From an optimization exercise on the open Yosys and OpenROAD flow, aimed at small area and a short achievable clock period; shortcuts taken in it are not production practice.
Where RTL was checked, it was by simulation tests only, not by an equivalence proof against the original.
For run 2, only the layout was checked, not whether the RTL still works.
No activity file was given, so power comes from the tool's default toggle rates.

==> flow/design.v, too long to show whole: its modules and the start of the top module <==
// module speed_ramp: 2415 lines
// module fa_cell: 7 lines
// module ha_cell: 7 lines
// module multi_speed_ctrl: 129 lines
module multi_speed_ctrl
#(
    parameter int NUM_CH      = 6,
    parameter int GP_BITS     = 16,
    parameter int DEADBAND    = 4,
    parameter int RAMP_STEP   = 1000,
    parameter int WDOG_CYCLES = 3000
) (
    input  logic                        clk,
    input  logic                        rst_n,
    input  logic                        avail,
    input  logic [7:0]                  data,
    input  logic [32*NUM_CH-1:0]        max_spd,
    output logic [32*NUM_CH-1:0]        tgt_spd,
    output logic [GP_BITS-1:0]          gp_out,
    output logic [8*NUM_CH+GP_BITS-1:0] latched_data,
    output logic                        frame_ok,
    output logic                        frame_err,
    output logic                        timeout
);
  // ...
==> flow/flow/run.sh <==
#!/bin/bash
set -o pipefail
export BUFFER_PORTS_ARGS="-buffer_cell sky130_fd_sc_hd__buf_2"
bash standard.sh > standard.log 2>&1
==> flow/standard.sh <==
#!/bin/bash
# synth_recipe.tcl (not shown) runs the flow's synth.tcl, then flattens the netlist and writes it again
# the make line also repeats each setting of config.mk as NAME=value (left out here)
make -C /OpenROAD-flow-scripts/flow DESIGN_CONFIG=/design/flow/config.mk WORK_HOME=/design/flow/orfs CLKGATE_MAP_FILE= SYNTH_SCRIPT=/design/flow/synth_recipe.tcl "${@:-finish}"
==> flow/config.mk <==
export PLATFORM = sky130hd
export DESIGN_NAME = multi_speed_ctrl
export DESIGN_NICKNAME = multi_speed_ctrl
export VERILOG_FILES = /design/flow/design.v
export SDC_FILE = /design/flow/constraint.sdc
export NUM_CORES = 4
export LEC_CHECK = 0
export ABC_AREA = 1
export CAP_MARGIN = 5
export CORE_MARGIN = 2
export CORE_UTILIZATION = 55
export CTS_BUF_LIST = sky130_fd_sc_hd__clkbuf_4 sky130_fd_sc_hd__clkbuf_8
export PLACE_DENSITY = 0.8
export SETUP_SLACK_MARGIN = 4.5
export SLEW_MARGIN = 5
export SYNTH_HIERARCHICAL = 1
export SYNTH_MINIMUM_KEEP_SIZE = 0
==> flow/constraint.sdc <==
create_clock -name core_clock -period 8.5 [get_ports {clk}]
set_input_delay 1.7000 -clock core_clock [delete_from_list [all_inputs] [get_ports {clk}]]
set_output_delay 1.7000 -clock core_clock [all_outputs]
set_load 0.01 [all_outputs]
==> qor.yml, run 1 <==
run_status:
  run_status: "finished clean"
sta:
  finalSetupViolations: 0
  fin_skew_ps: 68.48
  slew-limit-headroom_pct: 18.24
  period_share_pct: 46.54
synthesis:
  syn_area_per_cell_um2: 7.830
  ys_warn_count: 8
  synthMostInstantiatedCell: "sky130_fd_sc_hd__nand2_1"
  post_synth_mux_area_share_pct: 0
layout:
  non_clock_buffer_area_share_pct: 3.556
  fin_nets: 12150
  final_layout_size_suffix_gt1_share_pct: 13.70
  multi_input_gate_share_of_the_layout_cell_area_pct: 65.77
  clockBufferCount: 205
global_routing:
  grt_use_met2_pct: 49.70
  first_pass_grt_wire_length_um: 370400
  grt_remaining_overflow: 0
pwr:
  power.static_leakage_nw: 50.09
  largest_voltage_drop_on_the_vdd_net_mv: 0.2065
  seq_power_share_pct: 25.1
  pwr.group.sequential_mw: 4.27
cts:
  cts_made_buffers: 149
  cts.clk_slew.worst_paths_ps: 60
  ctsRootBufferMaster: "sky130_fd_sc_hd__clkbuf_8"
  tritoncts: "built"
  cts.sinks: 804
placement:
  pre_cts_slack_ps: 3977
routing:
  antenna_violating_nets_post_route: 0
  detail_route.drc_violations: 0
setup_path:
  endpoint_kind: "primary output"
  cp_common_cell: "sky130_fd_sc_hd__nand2_1"
  crit_path_end: "latched_data[24]"
floorplanning:
  floorplan.core_area_mm2: 0.1457
min_path:
  hold-path-cell-count: 0
  timing.hold.worst.class: "reg -> reg"
==> run 2, diff against run 1 <==
--- a/flow/design.v
+++ b/flow/design.v
@@ -2435,24 +2435,29 @@
     assign c_d = {1'b0, c286, c284, c282, c280, c278, c276, c274, c272, c270, c268, c266, c264, c262, c260, c258, c256, c254, c252, c250, c248, c246, c244, c242, c240, c238, c236, c234, c232, c230, c228, c226, c224};
     assign lc_d = g221;
     assign cmd = {y433, y432, y431, y430, y429, y428, y427, y426, y425, y424, y423, y422, y421, y420, y419, y418, y417, y416, y415, y414, y413, y412, y411, y410, y409, y408, y407, y406, y405, y404, y403, y402};
     assign e = {y759, y758, y757, y756, y755, y754, y753, y752, y751, y750, y749, y748, y747, y746, y745, y744, y743, y742, y741, y740, y739, y738, y737, y736, y735, y734, y733, y732, y731, y730, y729, y728, y727};
     assign eZ = z760 & z762 & z764 & z766 & z768 & z770 & z772 & z774 & z776 & z778 & z780 & z782 & z784 & z786 & z788 & z790 & z792 & z794 & z796 & z798 & z800 & z802 & z804;
     assign eO = o761 & o763 & o765 & o767 & o769 & o771 & o773 & o775 & o777 & o779 & o781 & o783 & o785 & o787 & o789 & o791 & o793 & o795 & o797 & o799 & o801 & o803 & o805;
     assign up = {u1184, u1183, u1182, u1181, u1180, u1179, u1178, u1177, u1176, u1175, u1174, u1173, u1172, u1171, u1170, u1169, u1168, u1167, u1166, u1165, u1164, y861, y860, y859, y858, y857, y856, y855, y854, y853, y852, tgt_q[0]};
     assign dn = {d1205, d1204, d1203, d1202, d1201, d1200, d1199, d1198, d1197, d1196, d1195, d1194, d1193, d1192, d1191, d1190, d1189, d1188, d1187, d1186, d1185, y911, y910, y909, y908, y907, y906, y905, y904, y903, y902, tgt_q[0]};
-    assign over  = eZ ? (e[9:0] >= 10'd1000) : (~eO & ~e[32]);
-    assign under = eO ? (e[9:0] <= 10'd22)   : (~eZ &  e[32]);
-    assign tgt_nx = over ? up : under ? dn : cmd;
+    logic        eHi, eLo;
+    logic [31:0] tgt_d;
+    assign eHi = e[9:0] >= 10'd1000;
+    assign eLo = e[9:0] <= 10'd22;
+    slew_sel #(.W(16)) u_sel0 (.ez(eZ), .eo(eO), .es(e[32]), .hi(eHi), .lo(eLo), .zero(zero_i),
+        .up(up[15:0]), .dn(dn[15:0]), .cmd(cmd[15:0]), .d(tgt_d[15:0]));
+    slew_sel #(.W(16)) u_sel1 (.ez(eZ), .eo(eO), .es(e[32]), .hi(eHi), .lo(eLo), .zero(zero_i),
+        .up(up[31:16]), .dn(dn[31:16]), .cmd(cmd[31:16]), .d(tgt_d[31:16]));
     always_ff @(posedge clk) begin
         s_q   <= s_d;
         c_q   <= c_d;
         lc_q  <= lc_d;
-        tgt_q <= zero_i ? 32'd0 : tgt_nx;
+        tgt_q <= tgt_d;
     end
     assign tgt_spd_o = tgt_q;
 endmodule
 module fa_cell (
     input  logic a, b, ci,
     output logic s, co
 );
     assign s  = a ^ b ^ ci;
@@ -2460,16 +2465,28 @@
 endmodule
 module ha_cell (
     input  logic a, b,
     output logic s, co
 );
     assign s  = a ^ b;
     assign co = a & b;
 endmodule
+module slew_sel #(
+    parameter int W = 8
+) (
+    input  logic         ez, eo, es, hi, lo, zero,
+    input  logic [W-1:0] up, dn, cmd,
+    output logic [W-1:0] d
+);
+    logic over, under;
+    assign over  = ez ? hi : (~eo & ~es);
+    assign under = eo ? lo : (~ez &  es);
+    assign d = zero ? '0 : over ? up : under ? dn : cmd;
+endmodule
 module multi_speed_ctrl
 #(
     parameter int NUM_CH      = 6,
     parameter int GP_BITS     = 16,
     parameter int DEADBAND    = 4,
     parameter int RAMP_STEP   = 1000,
     parameter int WDOG_CYCLES = 3000
 ) (
==> flow/config.mk (replaced) <==
export PLATFORM = sky130hd
export DESIGN_NAME = multi_speed_ctrl
export DESIGN_NICKNAME = multi_speed_ctrl
export VERILOG_FILES = /design/flow/design.v
export SDC_FILE = /design/flow/constraint.sdc
export NUM_CORES = 4
export LEC_CHECK = 0
export ABC_AREA = 1
export CAP_MARGIN = 5
export CORE_MARGIN = 2
export CORE_UTILIZATION = 40
export CTS_BUF_LIST = sky130_fd_sc_hd__clkbuf_4 sky130_fd_sc_hd__clkbuf_8
export PLACE_DENSITY = 0.8
export SETUP_SLACK_MARGIN = 4.5
export SLEW_MARGIN = 5
export SYNTH_HIERARCHICAL = 1
export SYNTH_MINIMUM_KEEP_SIZE = 0
==> run 2 against run 1 <==
  * Critical path depth increased by 2
  * Clock power decreased by 7.2%
  * Die area increased by 39%
  * First-iteration DRC count increased by 4.7%
  * Critical endpoint is now latched_data[11]
  * Final area increased by 3.2%
  * Flip-flop and latch count unchanged
  * Clock-buffer cell count increased by 20
  * Setup slack got worse by 20 ps
  * Clock skew decreased by 19 ps
  * Sequential share of layout area decreased by 0.58 points
  * Power increased by 32%
  * Highest routed layer unchanged
==> qor.yml, run 2 <==
run_status:
  run_status: "finished clean"
sta:
  tightest_slew_ps: 1182
  totalNegativeSetupSlack_ps: 0
  final_max_slew_viol_count: 0
  slew-limit-headroom_pct: 21.11  # +2.9 points
  fin_skew_ps: 49.21  # -19.28 ps
  report.final.hold_viol_count: 0
  period_share_pct: 46.78  # +0.24 points
  setup_repair_after_global_routing_missed_its_margin: "true"
  fmax_mhz: 251.5
  finalSetupViolations: 0  # unchanged
  finalWorstPathRequiredPeriod_ps: 3976
routing:
  route.vias.total: 72050
  dr.pass1.iters: 8
  top_metal_layer_carrying_routed_signals: "met5"
  route.met2.wl_um: 113700
  antenna_violating_nets_post_route: 0  # unchanged
  wirelength_met1_um: 99150
  post_detailed_route_wirelength_per_cell_um: 18.17
  initialDrtViolationCount: 6497
  finalWirelength_um: 243400
  wl_met3_um: 18740
  detail_route.drc_violations: 0  # unchanged
  detail_route.vias_per_cell: 5.379
global_routing:
  first_pass_grt_wire_length_um: 375300  # +1.3%
  number_of_antenna_violations_at_the_first_check_in_global_routing: 14
  grt_start_max_net_pins: 129
  grtUsageTotal_pct: 22.29
  first_global_vias: 67370
  grt_remaining_overflow: 0  # unchanged
synthesis:
  synth_register_bits: 804
  synth_sequential_area_ratio_pct: 20.46
  post_synth_num_cell_types: 52
  syn_inst: 10370
  netlist_top_cells_count: "sky130_fd_sc_hd__nand2_1, sky130_fd_sc_hd__inv_1, sky130_fd_sc_hd__ha_1"
  synth_top_cell_area_share_pct: 17.97
  ys_warn_count: 8  # unchanged
  post_synth_main_area_contributors: "sky130_fd_sc_hd__dfxtp_1, sky130_fd_sc_hd__ha_1, sky130_fd_sc_hd__xor2_1, sky130_fd_sc_hd__fa_1, sky130_fd_sc_hd__nand2_1"
  syn_area_per_cell_um2: 7.904  # +0.94%
  synthesis.nets: 12050
  syn_area_mm2: 0.08198
  synthMostInstantiatedCell: "sky130_fd_sc_hd__nand2_1"
  async_reset_ff_share_pct: 0
  synth_enable_flop_cells: 68
  ys_dominant_reg_cell: "sky130_fd_sc_hd__dfxtp_1"
  synth.largest_area_cell: "sky130_fd_sc_hd__dfxtp_1"
min_path:
  timing.hold.worst.class: "reg -> reg"
setup_path:
  cp_common_cell: "sky130_fd_sc_hd__buf_12"
  critPathMaxStageDelay_ps: 370
  critical_path.top_delay_family: "buffers and inverters"
  critPathLaunchType: "flop"
  endpoint_kind: "primary output"
  required_ps: 6800
  arrival_ps: 2280
  cp_cell_sequence: "nor2_4, buf_12, buf_12, buf_16, buf_12, a22o_4, buf_6"
  worst_path_max_delay_cell: "sky130_fd_sc_hd__dfxtp_4"
  timing.critical_path.buf_inv: 5
  path_class: "reg -> out"
  crit_path_max_fanout: 7
layout:
  largestRegisters: "g_ch.u_ramp.c_q: 192 flops, g_ch.u_ramp.s_q: 192 flops, g_ch.u_ramp.tgt_q: 192 flops"
  final_layout_size_suffix_gt1_share_pct: 14.30  # +0.60 points
  mostFrequentLayoutCell: "sky130_fd_sc_hd__nand2_1"
  area_delta_synth_final_pct: 9.832
  fin_nets: 12260  # +0.92%
  post-route-util_pct: 44.10
  layout.cells.most_common_list: "sky130_fd_sc_hd__nand2_1, sky130_fd_sc_hd__inv_1, sky130_fd_sc_hd__ha_1"
  layout.filler_cells: 19750
pwr:
  power_density_mw_per_mm2: 248.7
  netSwitchingPower_mw: 10.99
  seq_power_share_pct: 20.5  # -4.6 points
  power.static_leakage_nw: 51.53  # +2.9%
  power.share.combinational_pct: 60.6
  report.power.total_mw: 22.39
  switching_fraction_pct: 49.09
  clock_power_share_pct: 18.9
  cellInternalPower_mw: 11.40
  largest_voltage_drop_on_the_vdd_net_mv: 0.3114  # +51%
cts:
  cts.htree.levels: 4
  clock_latency_on_the_worst_skew_pair_ps: 930
  clockBufferDepth: 3
  tritoncts: "built"
  cts_made_buffers: 153  # +2.7%
  cts.sinks: 804  # unchanged
  ctsRootBufferMaster: "sky130_fd_sc_hd__clkbuf_8"
  cts.clk_slew.worst_paths_ps: 60  # about the same
  cts_hold_buf: 0
placement:
  routabilityCongestion: 0.9546
  port_buffers: 477
  place.detailed.hpwl_um: 182400
job:
  drv_cap: 0
floorplanning:
  floorplan.core_area_mm2: 0.2042  # +40%
  die_area_mm2: 0.2086
  die_height_um: 456.7
  initial_core_utilization_pct: 40.15
  io_pins: 478
  fp-row-count: 166
  die_x_um: 456.7
==> run 2: metrics by stage <==
step / std cells / worst slack [ps] / area, um2 / hold slack, ps
after floorplan: 10370 / 4683 / 81990 / 426.8
after global placement: 12970 / 4199 / 84500 / 433.3
after detailed placement: 12970 / 4104 / 84500 / 434.5
after CTS: 13290 / 4365 / 88620 / 448.6
after global routing: 13390 / 4379 / 90030 / 456.4
final: 13400 / 4524 / 90040 / 451.3
==> run 2: worst paths after layout <==
check                                               from                       end  slack (ps)  depth (start not counted)
worst min-delay path                         shift_q[58]               shift_q[62]         450                          0
worst max register to register  g_ch[2].u_ramp.tgt_q[28]  g_ch[2].u_ramp.tgt_q[26]        4690                         16
worst min register to register               shift_q[58]               shift_q[62]         450                          0
worst max-delay path                           frameOk_q          latched_data[11]        4520                          7
==> run 2: area by class of cell <==
cell class | instances | area [um2] | share of cell area (%)
Sequential cell | 804 | 16820 | 18.68
Tap cell | 2688 | 3363 | 3.735
Clock inverter | 47 | 484.2 | 0.5378
Clock buffer | 225 | 2828 | 3.141
Timing Repair Buffer | 622 | 4034 | 4.480
Antenna cell | 10 | 25.02 | 0.02779
Inverter | 1291 | 4858 | 5.396
Multi-Input combinational cell | 7709 | 57630 | 64.00
==> run 2: logic make-up after synthesis <==
kind of cell               after synthesis  share of synthesized area, %
and+or+nand+nor                       3508                         19.68
buffers and inverters                 1876                         10.13
AOI/OAI and AO/OA                     1491                         10.79
adders and majority gates             1476                         25.93
xor gates and xnor gates              1217                         13.00
DFF                                    804                         20.46
==> run 2: timing repair <==
| item | CTS | global route |
|---|---|---|
| setup buffers | 36 | 81 |
| resized for setup | 105 | 128 |
| endpoints found under the setup margin | 273 | 243 |
| cloned | 4 | 19 |
| pin swaps | 20 | 36 |
==> run 2: per-layer routing <==
metal	track usage (%)	vias up
li1	-	34800
met1	28.03	33830
met2	36.86	2905
met3	4.198	516
met4	10.15	4
met5	0	-
==> run 2: power groups by stage <==
stage	sequential, mW	clock, mW	combinational [mW]
floorplan	4.52	0	10.4
global placement	4.64	0	12.1
detailed placement	4.65	0	12.2
CTS	4.57	4.35	12.4
global route	4.63	4.50	15.1
finish	4.58	4.23	13.6
==> run 2: Yosys stat by module, one instance, submodules excluded, a selection <==
module / cells inside / cell area [um2]
fa_cell: 1 / 20.02
speed_ramp: 1118 / 8325
multi_speed_ctrl: 1096 / 9669
ha_cell: 1 / 12.51

[static timing again, ports no longer ideal]
No port has a modelled driver above. Below, the same layouts with a new extraction and two added sets of constraints. Step 1 (the two cells are an assumption about what drives the block):
set clk [get_ports {clk}]
set_driving_cell -lib_cell sky130_fd_sc_hd__clkbuf_16 $clk
set_driving_cell -lib_cell sky130_fd_sc_hd__buf_2 [delete_from_list [all_inputs] $clk]
Step 2 moves the port delays by t, midway between the first and last clock arrival at a register: inputs arrive t later, outputs are due t later. That takes back most of the time a late clock gives input paths. a / b / c = ideal ports / drivers / drivers and shift; a / b = the first two.
| run | t (ns) | setup slack, ns | hold slack, ns | cell pins on the clock port's net |
|---|---|---|---|---|
| run 1 | 0.971 | 4.544 / 4.470 / 4.074 | 0.446 / 0.446 / 0.446 | 1 |
| run 2 | 0.996 | 4.524 / 4.429 / 4.172 | 0.451 / 0.451 / 0.451 | 1 |
After both steps every run listed still meets setup and hold. The setup slack of run 1, which loses most, moves by -0.074 ns with the drivers and by -0.470 ns with both steps.
